This is an optimization exercise on Yosys and OpenROAD, whose aim is small area, a short achievable clock period and few clock cycles per item, not a production implementation.
In this exercise RTL edits were held to simulation tests only and were not proved equivalent to the original.

==> flow/run.sh <==
#!/bin/bash
# synth_recipe.tcl (not shown) runs the flow's synth.tcl, then flattens the netlist and writes it again
# the make line also repeats each setting of config.mk as NAME=value (left out here)
make -C /OpenROAD-flow-scripts/flow DESIGN_CONFIG=/design/flow/config.mk WORK_HOME=/design/flow/orfs CLKGATE_MAP_FILE= SYNTH_SCRIPT=/design/flow/synth_recipe.tcl finish
==> flow/constraint.sdc <==
create_clock -name core_clock -period 18.0 [get_ports {clk}]
set_input_delay 3.6000 -clock core_clock [delete_from_list [all_inputs] [get_ports {clk}]]
set_output_delay 3.6000 -clock core_clock [all_outputs]
set_load 0.01 [all_outputs]
==> flow/config.mk <==
export PLATFORM = sky130hd
export DESIGN_NAME = sw_top
export DESIGN_NICKNAME = sw_top
export VERILOG_FILES = /design/flow/design.v
export SDC_FILE = /design/flow/constraint.sdc
export NUM_CORES = 4
export LEC_CHECK = 0
export CAP_MARGIN = 20
export CORE_MARGIN = 2
export CORE_UTILIZATION = 40
export SLEW_MARGIN = 20
==> flow/design.v <==
package sw_pkg;
	localparam int PE_NUM = 8;
	localparam int PE_NUM_LOG = 4;
	localparam int MAX_T = 32;
	localparam int MAX_T_LOG = 6;
	localparam int SCORE_W = 12;
	localparam int PARAM_W = 8;
	localparam int DEF_MATCH = 6;
	localparam int DEF_MISMATCH = 1;
	localparam int DEF_OPEN = 2;
	localparam int DEF_EXTEND = 1;
	typedef enum logic [1:0] {
		IDLE  = 2'd0,
		SETT  = 2'd1,
		CALC  = 2'd2,
		DRAIN = 2'd3
	} ctrl_state_t;
endpackage
`timescale 1ns/1ps
module sw_pe (
	input  logic clk,
	input  logic rst_n,
	input  logic i_clear,
	input  logic i_enable,
	input  logic [1:0] i_s_base,
	input  logic [1:0] i_t_base,
	input  logic i_t_valid,
	input  logic signed [sw_pkg::SCORE_W-1:0] i_h_left,
	input  logic signed [sw_pkg::SCORE_W-1:0] i_f_left,
	input  logic signed [sw_pkg::SCORE_W-1:0] i_match,
	input  logic signed [sw_pkg::SCORE_W-1:0] i_mismatch,
	input  logic signed [sw_pkg::SCORE_W-1:0] i_open,
	input  logic signed [sw_pkg::SCORE_W-1:0] i_extend,
	output logic [1:0] o_t_base,
	output logic o_t_valid,
	output logic signed [sw_pkg::SCORE_W-1:0] o_h,
	output logic signed [sw_pkg::SCORE_W-1:0] o_f
);
	logic signed [sw_pkg::SCORE_W-1:0] e_q;
	logic signed [sw_pkg::SCORE_W-1:0] h_diag;
	logic signed [sw_pkg::SCORE_W-1:0] e_from_h;
	logic signed [sw_pkg::SCORE_W-1:0] e_from_e;
	logic signed [sw_pkg::SCORE_W-1:0] f_from_h;
	logic signed [sw_pkg::SCORE_W-1:0] f_from_f;
	logic signed [sw_pkg::SCORE_W-1:0] e_new;
	logic signed [sw_pkg::SCORE_W-1:0] f_new;
	logic signed [sw_pkg::SCORE_W-1:0] diag_score;
	logic signed [sw_pkg::SCORE_W-1:0] h_new;
	always_comb begin
		e_from_h = o_h + i_open;
		e_from_e = e_q + i_extend;
		f_from_h = i_h_left + i_open;
		f_from_f = i_f_left + i_extend;
		e_new = (e_from_h > e_from_e) ? e_from_h : e_from_e;
		f_new = (f_from_h > f_from_f) ? f_from_h : f_from_f;
		diag_score = h_diag + ((i_t_base == i_s_base) ? i_match : i_mismatch);
		h_new = '0;
		if (e_new > h_new)
			h_new = e_new;
		if (f_new > h_new)
			h_new = f_new;
		if (diag_score > h_new)
			h_new = diag_score;
	end
	always_ff @(posedge clk or negedge rst_n) begin
		if (!rst_n) begin
			o_t_valid <= 1'b0;
			o_h <= '0;
			o_f <= '0;
			e_q <= '0;
			h_diag <= '0;
		end else if (i_clear) begin
			o_t_valid <= 1'b0;
			o_h <= '0;
			o_f <= '0;
			e_q <= '0;
			h_diag <= '0;
		end else begin
			o_t_valid <= i_t_valid;
			if (i_t_valid && i_enable) begin
				o_h <= h_new;
				o_f <= f_new;
				e_q <= e_new;
				h_diag <= i_h_left;
			end
		end
	end
	always_ff @(posedge clk) begin
		o_t_base <= i_t_base;
	end
endmodule
`timescale 1ns/1ps
module t_store (
	input  logic clk,
	input  logic rst_n,
	input  logic i_load_start,
	input  logic [sw_pkg::MAX_T_LOG-1:0] i_load_len,
	input  logic [1:0] i_base,
	input  logic i_base_valid,
	input  logic i_play_start,
	output logic o_base_ready,
	output logic o_loading,
	output logic [sw_pkg::MAX_T_LOG-1:0] o_t_len,
	output logic [1:0] o_play_base,
	output logic o_play_valid,
	output logic o_play_last
);
	localparam int MAX_T_LOG = sw_pkg::MAX_T_LOG;
	logic [1:0] mem [0:sw_pkg::MAX_T-1];
	logic [sw_pkg::MAX_T_LOG-1:0] wr_ptr;
	logic [sw_pkg::MAX_T_LOG-1:0] rd_ptr;
	logic [sw_pkg::MAX_T_LOG-1:0] len_clamped;
	logic loading;
	always_comb begin
		if (i_load_len == '0)
			len_clamped = MAX_T_LOG'(1);
		else if (i_load_len > MAX_T_LOG'(sw_pkg::MAX_T))
			len_clamped = MAX_T_LOG'(sw_pkg::MAX_T);
		else
			len_clamped = i_load_len;
	end
	always_ff @(posedge clk or negedge rst_n) begin
		if (!rst_n) begin
			loading <= 1'b0;
			wr_ptr <= '0;
			o_t_len <= '0;
		end else if (i_load_start) begin
			loading <= 1'b1;
			wr_ptr <= '0;
			o_t_len <= len_clamped;
		end else if (loading && i_base_valid) begin
			wr_ptr <= wr_ptr + MAX_T_LOG'(1);
			if (wr_ptr + MAX_T_LOG'(1) == o_t_len)
				loading <= 1'b0;
		end
	end
	always_ff @(posedge clk) begin
		if (loading && i_base_valid)
			mem[wr_ptr[sw_pkg::MAX_T_LOG-2:0]] <= i_base;
	end
	always_ff @(posedge clk or negedge rst_n) begin
		if (!rst_n) begin
			o_play_valid <= 1'b0;
			o_play_last <= 1'b0;
			rd_ptr <= '0;
		end else if (i_play_start) begin
			o_play_valid <= 1'b1;
			o_play_last <= (o_t_len == MAX_T_LOG'(1));
			rd_ptr <= MAX_T_LOG'(1);
		end else if (o_play_valid && !o_play_last) begin
			o_play_last <= (rd_ptr + MAX_T_LOG'(1) == o_t_len);
			rd_ptr <= rd_ptr + MAX_T_LOG'(1);
		end else begin
			o_play_valid <= 1'b0;
			o_play_last <= 1'b0;
		end
	end
	always_ff @(posedge clk) begin
		if (i_play_start)
			o_play_base <= mem[0];
		else if (o_play_valid)
			o_play_base <= mem[rd_ptr[sw_pkg::MAX_T_LOG-2:0]];
	end
	assign o_base_ready = loading;
	assign o_loading = loading;
endmodule
`timescale 1ns/1ps
module pe_array (
	input  logic clk,
	input  logic rst_n,
	input  logic i_start,
	input  logic [sw_pkg::PE_NUM*2-1:0] i_s,
	input  logic [sw_pkg::PE_NUM_LOG-1:0] i_s_len,
	input  logic [1:0] i_t_base,
	input  logic i_t_valid,
	input  logic i_t_last,
	input  logic signed [sw_pkg::SCORE_W-1:0] i_match,
	input  logic signed [sw_pkg::SCORE_W-1:0] i_mismatch,
	input  logic signed [sw_pkg::SCORE_W-1:0] i_open,
	input  logic signed [sw_pkg::SCORE_W-1:0] i_extend,
	output logic signed [sw_pkg::SCORE_W-1:0] o_result,
	output logic o_done
);
	localparam int PE_NUM_LOG = sw_pkg::PE_NUM_LOG;
	logic [1:0] t_chain [0:sw_pkg::PE_NUM];
	logic v_chain [0:sw_pkg::PE_NUM];
	logic signed [sw_pkg::SCORE_W-1:0] h_chain [0:sw_pkg::PE_NUM];
	logic signed [sw_pkg::SCORE_W-1:0] f_chain [0:sw_pkg::PE_NUM];
	logic [sw_pkg::PE_NUM-1:0] last_sr;
	logic signed [sw_pkg::SCORE_W-1:0] max_next;
	assign t_chain[0] = i_t_base;
	assign v_chain[0] = i_t_valid;
	assign h_chain[0] = '0;
	assign f_chain[0] = '0;
	for (genvar k = 0; k < sw_pkg::PE_NUM; k++) begin : g_pe
		sw_pe u_pe (
			.clk        (clk),
			.rst_n      (rst_n),
			.i_clear    (i_start),
			.i_enable   (i_s_len > PE_NUM_LOG'(k)),
			.i_s_base   (i_s[2*k+1:2*k]),
			.i_t_base   (t_chain[k]),
			.i_t_valid  (v_chain[k]),
			.i_h_left   (h_chain[k]),
			.i_f_left   (f_chain[k]),
			.i_match    (i_match),
			.i_mismatch (i_mismatch),
			.i_open     (i_open),
			.i_extend   (i_extend),
			.o_t_base   (t_chain[k+1]),
			.o_t_valid  (v_chain[k+1]),
			.o_h        (h_chain[k+1]),
			.o_f        (f_chain[k+1])
		);
	end
	always_comb begin
		max_next = o_result;
		for (int j = 1; j <= sw_pkg::PE_NUM; j++) begin
			if (h_chain[j] > max_next)
				max_next = h_chain[j];
		end
	end
	always_ff @(posedge clk or negedge rst_n) begin
		if (!rst_n) begin
			o_result <= '0;
			last_sr <= '0;
			o_done <= 1'b0;
		end else if (i_start) begin
			o_result <= '0;
			last_sr <= '0;
			o_done <= 1'b0;
		end else begin
			o_result <= max_next;
			last_sr <= {last_sr[sw_pkg::PE_NUM-2:0], i_t_last & i_t_valid};
			o_done <= last_sr[sw_pkg::PE_NUM-1] & v_chain[sw_pkg::PE_NUM];
		end
	end
endmodule
`timescale 1ns/1ps
module sw_top (
	input  logic clk,
	input  logic rst_n,
	input  logic i_set_t,
	input  logic [sw_pkg::MAX_T_LOG-1:0] i_t_len,
	input  logic [1:0] i_t_base,
	input  logic i_t_valid,
	output logic o_t_ready,
	input  logic i_start_cal,
	input  logic [sw_pkg::PE_NUM*2-1:0] i_s,
	input  logic [sw_pkg::PE_NUM_LOG-1:0] i_s_len,
	input  logic [sw_pkg::PARAM_W-1:0] i_match,
	input  logic [sw_pkg::PARAM_W-1:0] i_mismatch,
	input  logic [sw_pkg::PARAM_W-1:0] i_gap_open,
	input  logic [sw_pkg::PARAM_W-1:0] i_gap_extend,
	input  logic i_param_valid,
	output logic o_busy,
	output logic signed [sw_pkg::SCORE_W-1:0] o_result,
	output logic o_valid
);
	localparam int SCORE_W = sw_pkg::SCORE_W;
	logic set_t_r;
	logic start_r;
	logic param_valid_r;
	logic [sw_pkg::MAX_T_LOG-1:0] t_len_r;
	logic [sw_pkg::PE_NUM*2-1:0] s_r;
	logic [sw_pkg::PE_NUM_LOG-1:0] s_len_r;
	logic [sw_pkg::PARAM_W-1:0] match_r;
	logic [sw_pkg::PARAM_W-1:0] mismatch_r;
	logic [sw_pkg::PARAM_W-1:0] open_r;
	logic [sw_pkg::PARAM_W-1:0] extend_r;
	sw_pkg::ctrl_state_t state;
	sw_pkg::ctrl_state_t n_state;
	logic load_start;
	logic play_start;
	logic [sw_pkg::PE_NUM*2-1:0] s_cal;
	logic [sw_pkg::PE_NUM_LOG-1:0] s_len_cal;
	logic signed [sw_pkg::SCORE_W-1:0] score_match;
	logic signed [sw_pkg::SCORE_W-1:0] score_mismatch;
	logic signed [sw_pkg::SCORE_W-1:0] score_open;
	logic signed [sw_pkg::SCORE_W-1:0] score_extend;
	logic loading;
	logic [sw_pkg::MAX_T_LOG-1:0] t_len;
	logic [1:0] t_base;
	logic t_base_valid;
	logic t_base_last;
	logic signed [sw_pkg::SCORE_W-1:0] array_result;
	logic array_done;
	always_ff @(posedge clk or negedge rst_n) begin
		if (!rst_n) begin
			set_t_r <= 1'b0;
			start_r <= 1'b0;
			param_valid_r <= 1'b0;
		end else begin
			set_t_r <= i_set_t;
			start_r <= i_start_cal;
			param_valid_r <= i_param_valid;
		end
	end
	always_ff @(posedge clk) begin
		t_len_r <= i_t_len;
		s_r <= i_s;
		s_len_r <= i_s_len;
		match_r <= i_match;
		mismatch_r <= i_mismatch;
		open_r <= i_gap_open;
		extend_r <= i_gap_extend;
	end
	always_comb begin
		n_state = state;
		load_start = 1'b0;
		play_start = 1'b0;
		case (state)
			sw_pkg::IDLE: begin
				if (set_t_r) begin
					n_state = sw_pkg::SETT;
					load_start = 1'b1;
				end else if (start_r && (t_len != '0)) begin
					n_state = sw_pkg::CALC;
					play_start = 1'b1;
				end
			end
			sw_pkg::SETT: begin
				if (!loading)
					n_state = sw_pkg::IDLE;
			end
			sw_pkg::CALC: begin
				if (array_done)
					n_state = sw_pkg::DRAIN;
			end
			default: n_state = sw_pkg::IDLE;
		endcase
	end
	always_ff @(posedge clk or negedge rst_n) begin
		if (!rst_n) begin
			state <= sw_pkg::IDLE;
			o_busy <= 1'b0;
			o_valid <= 1'b0;
			o_result <= '0;
		end else begin
			state <= n_state;
			o_busy <= (n_state != sw_pkg::IDLE);
			o_valid <= array_done;
			if (array_done)
				o_result <= array_result;
		end
	end
	always_ff @(posedge clk or negedge rst_n) begin
		if (!rst_n) begin
			score_match <= SCORE_W'(sw_pkg::DEF_MATCH);
			score_mismatch <= -(SCORE_W'(sw_pkg::DEF_MISMATCH));
			score_open <= -(SCORE_W'(sw_pkg::DEF_OPEN));
			score_extend <= -(SCORE_W'(sw_pkg::DEF_EXTEND));
		end else if (param_valid_r && (state != sw_pkg::CALC)) begin
			score_match <= SCORE_W'(match_r);
			score_mismatch <= -(SCORE_W'(mismatch_r));
			score_open <= -(SCORE_W'(open_r));
			score_extend <= -(SCORE_W'(extend_r));
		end
	end
	always_ff @(posedge clk) begin
		if (play_start) begin
			s_cal <= s_r;
			s_len_cal <= s_len_r;
		end
	end
	t_store u_t_store (
		.clk          (clk),
		.rst_n        (rst_n),
		.i_load_start (load_start),
		.i_load_len   (t_len_r),
		.i_base       (i_t_base),
		.i_base_valid (i_t_valid),
		.i_play_start (play_start),
		.o_base_ready (o_t_ready),
		.o_loading    (loading),
		.o_t_len      (t_len),
		.o_play_base  (t_base),
		.o_play_valid (t_base_valid),
		.o_play_last  (t_base_last)
	);
	pe_array u_pe_array (
		.clk        (clk),
		.rst_n      (rst_n),
		.i_start    (play_start),
		.i_s        (s_cal),
		.i_s_len    (s_len_cal),
		.i_t_base   (t_base),
		.i_t_valid  (t_base_valid),
		.i_t_last   (t_base_last),
		.i_match    (score_match),
		.i_mismatch (score_mismatch),
		.i_open     (score_open),
		.i_extend   (score_extend),
		.o_result   (array_result),
		.o_done     (array_done)
	);
endmodule
==> key figures <==
Placed design
  – Dpl cell area: 56570 um2
  – Dpl hpwl: 128600 um
  – I/O Buffers: 80
  – Routability congestion estimate: 0.9125

Critical path
  – CP bufs+invs: 6
  – Startpoint class of the critical path: flop
  – Critical Path Start: u_pe_array.g_pe[0].u_pe.o_h[11]$_DFFE_PN0P_
  – Number of cells on the critical path: 89
  – FF-to-FF End: u_pe_array.o_result[0]$_DFF_PN0_
  – CP max FO: 13
  – Required time worst endpoint: 18580 ps
  – Crit path capture: u_pe_array.o_result[0]$_DFF_PN0_
  – Reg2Reg Setup Slack: 1280 ps
  – Worst-case reg-to-reg path depth: 89
  – Worst R2R Start: u_pe_array.g_pe[0].u_pe.o_h[11]$_DFFE_PN0P_
  – Crit path arrival time: 17300 ps
  – Slowest CP cell: or4b_2
  – CP Capture Type: flop
  – CP top delay family: compound AO/OA/AOI/OAI gates
  – Setup Crit Path Kind: reg -> reg
  – Slowest stage delay, CP: 600 ps

Drt
  – TritonRoute pass-1 iters: 6
  – Wire length per cell: 21.57 um
  – Post-DRT Antenna Nets: 0
  – DRT met1 WL: 78640 um
  – DR WL met2: 76630 um
  – DRC viols: 0
  – DRT iter0 DRCs: 3383
  – Vias per std cell: 5.484
  – DRT Wirelength: 171900 um
  – Vias post-DR: 43699
  – Top routing layer used: met4
  – DR WL met3: 10750 um

Synthesis
  – Syn Area/Cell: 8.809 um2
  – Yosys reg bits: 631
  – Synth warn: 12
  – Post-synthesis sequential area ratio: 0.2974
  – Number of synthesized flops with an enable pin: 86
  – Synth unique cells: 80
  – Mapped Cells: 6072
  – Main flop type after synthesis: dfrtp_1
  – Mapped cell area: 53490 um2
  – Post-synth ARST share: 0.7496

Timing
  – Worst Tran Pin Value: 1246 ps
  – Setup TNS: 0 ps
  – Max Freq: 59.81 MHz
  – Final setup fails: 0
  – Fin Clk Skew: 69.91 ps
  – Final worst path period need: 16720 ps
  – Max-slew violation count: 0
  – Hold Vio Cnt, Final: 0
  – Rel. slew slack: 0.1691
  – Period utilization: 0.9288

Floorplanning
  – Std-Cell Rows: 134
  – Vert. Die Dim: 369.7 um
  – Starting Density: 0.4018
  – Die ar.: 136700 um2
  – Core Area: 133100 um2
  – Die width: 369.7 um
  – Ports: 81

GRT
  – First-pass GRT wire length: 259700 um
  – Total GRT Usage: 0.2489
  – GRT Residual Overflow: 0
  – Largest net degree at the start of global routing: 138
  – Initial antenna violation count: 9
  – Vias in the first global route: 42751

Layout
  – Layout fillers: 13107
  – Final Instance Area: 59660 um2
  – Layout cells sized above 1: 0.08866
  – Fin nets: 7026
  – Synth-to-Final Area Change: 11.54%

Clock tree
  – Clock Tree Buf Depth: 3
  – Skew-Pair Late Insertion Delay: 720 ps
  – Cts hold-fix bufs: 0
  – H-tree level count: 3
  – CTS tree: built
  – Clock Sink Count: 631
  – CTS buffer count: 78
  – Clk root buf: clkbuf_16
  – Clk slew on worst S/H paths: 60 ps

Run status
  – Run status: no timing/DRC/antenna violations

Hold path
  – Hold Crit Class: reg -> reg

Flow run
  – Max cap viols: 0
## Yosys cell counts, types with 30 or more instances
library cell  number  area, um2
ha_1             800      10010
a21oi_1          616       3083
inv_1            560       2102
nand2_1          516       1937
nor2_1           501       1881
dfrtp_1          436      10910
xnor2_1          348       3048
mux2i_1          228       2282
o21ai_0          213       1066
o21bai_1         208       1562
clkbuf_1         203      762.0
mux2_2           165       1858
a211oi_1         141       1059
nor2b_1          112      700.7
o21a_1            90      675.7
edfxtp_1          86       2582
nand4_1           79      494.2
nand2b_1          78      488.0
dfxtp_1           72       1441
nor3_1            72      360.4
a21o_1            67      503.0
and2_1            55      344.1
nand3_1           49      245.2
xor2_1            48      420.4
o211ai_1          46      345.3
or2_2             38      237.7
dfstp_2           37      972.2
fa_1              30      600.6
## sequential cells by signal, summed over array words and instances, names as in the netlist, 12 cells and up
name	count
score_extend	12
s_cal	16
u_pe_array.g_pe.u_pe.h_diag	84
u_pe_array.o_result	12
score_open	12
u_t_store.mem	64
u_pe_array.g_pe.u_pe.o_f	84
s_r	16
o_result	12
score_mismatch	12
u_pe_array.g_pe.u_pe.o_h	96
u_pe_array.g_pe.u_pe.o_t_base	14
u_pe_array.g_pe.u_pe.e_q	96
## area by class of cell
cell class / count / area [um2] / share of cell area
Multi-Input combinational cell: 4670 / 34940 / 0.5856
Sequential cell: 631 / 15910 / 0.2667
Clock buffer: 104 / 2245 / 0.03763
Tap cell: 1768 / 2212 / 0.03708
Inverter: 561 / 2113 / 0.03542
Timing Repair Buffer: 188 / 1665 / 0.02792
Clock inverter: 38 / 554.3 / 0.009291
Antenna cell: 8 / 20.02 / 0.0003356
## per-stage QoR
| stage | hold slack [ps] | setup slack (ps) | util | cells |
|---|---|---|---|---|
| global route | 368.9 | -8.187 | 0.4480 | 7960 |
| detailed placement | 358.3 | 465.5 | 0.4250 | 7809 |
| finish | 364.8 | 1282 | 0.4481 | 7968 |
| global placement | 352.7 | 469.9 | 0.4248 | 7808 |
| CTS | 366.2 | 366.1 | 0.4460 | 7951 |
| floorplan | 349.9 | 219.6 | - | 6079 |
## cell usage in the layout, fill, tap and decap left out, drive strengths merged, types with 77 or more instances in the layout
master         instances
edfxtp                86
mux2i                228
mux2                 166
o21bai               208
nand2b                78
o21a                  90
nand2                516
a21oi                617
clkdlybuf4s50         77
buf                  111
dfrtp                436
nand4                 80
o21ai                216
ha                   800
nor2                 501
a211oi               141
xnor2                348
clkbuf               104
nor2b                112
inv                  565
## per-layer routing
metal,vias up,GRT usage
li1,21347,-
met1,20967,0.3394
met2,1093,0.3944
met3,292,0.04771
met4,0,0.08185
met5,-,0
## how the worst min path moves through the flow
stage,start,depth (start not counted),to
floorplan,u_pe_array.g_pe[0].u_pe.o_t_base[0]$_DFF_P_,0,u_pe_array.g_pe[1].u_pe.o_t_base[0]$_DFF_P_
global placement,u_pe_array.g_pe[1].u_pe.o_t_base[1]$_DFF_P_,0,u_pe_array.g_pe[2].u_pe.o_t_base[1]$_DFF_P_
detailed placement,u_pe_array.g_pe[1].u_pe.o_t_base[1]$_DFF_P_,0,u_pe_array.g_pe[2].u_pe.o_t_base[1]$_DFF_P_
CTS,u_pe_array.g_pe[0].u_pe.o_t_base[0]$_DFF_P_,0,u_pe_array.g_pe[1].u_pe.o_t_base[0]$_DFF_P_
global route,u_pe_array.g_pe[1].u_pe.o_t_base[1]$_DFF_P_,0,u_pe_array.g_pe[2].u_pe.o_t_base[1]$_DFF_P_
finish,u_pe_array.g_pe[0].u_pe.o_t_base[0]$_DFF_P_,0,u_pe_array.g_pe[1].u_pe.o_t_base[0]$_DFF_P_
## logic make-up (layout without fill, tap and decap cells)
| kind of cell | count (synthesis) | count (layout) | share of synthesized area |
|---|---|---|---|
| other | 1 | 16 | 0.00007011 |
| adders and majority gates | 833 | 833 | 0.1990 |
| AOI/OAI and AO/OA | 1472 | 1473 | 0.1698 |
| and+or+nand+nor | 1558 | 1558 | 0.1331 |
| xor gates and xnor gates | 396 | 396 | 0.06485 |
| muxes | 402 | 402 | 0.08099 |
| buffers and inverters | 779 | 891 | 0.05483 |
| DFF | 631 | 631 | 0.2974 |
## what timing repair did
item,in CTS,in global routing
setup endpoints to repair,0,12
buffers inserted,0,8
resized for setup,0,49
Testbench counts, summed over its fixed seeds: cycles 19,358, items 576.

-- re-timing with driven ports --
How much do the figures lean on ideal ports? The routed layout below was timed once more, with nothing changed but the port constraints.
Step 1 (the two cells are an assumption about what drives the block):
set clk [get_ports {clk}]
set_driving_cell -lib_cell sky130_fd_sc_hd__clkbuf_16 $clk
set_driving_cell -lib_cell sky130_fd_sc_hd__buf_2 [delete_from_list [all_inputs] $clk]
Step 2 moves the port delays by t, midway between the first and last clock arrival at a register: inputs arrive t later, outputs are due t later. That takes back most of the time a late clock gives input paths.
Slacks: no drivers / after step 1 / after step 2; pairs: no drivers / after step 1.
t, ns: 0.759
slack for setup (ns): 1.282 / 1.282 / 1.282
worst register clock-pin slew, ns: 0.07 / 0.07
pins driven straight from the clock port: 1
After both steps this run still meets setup and hold. For this run, drivers alone change the setup slack by 0.000 ns; drivers and shift together by 0.000 ns.
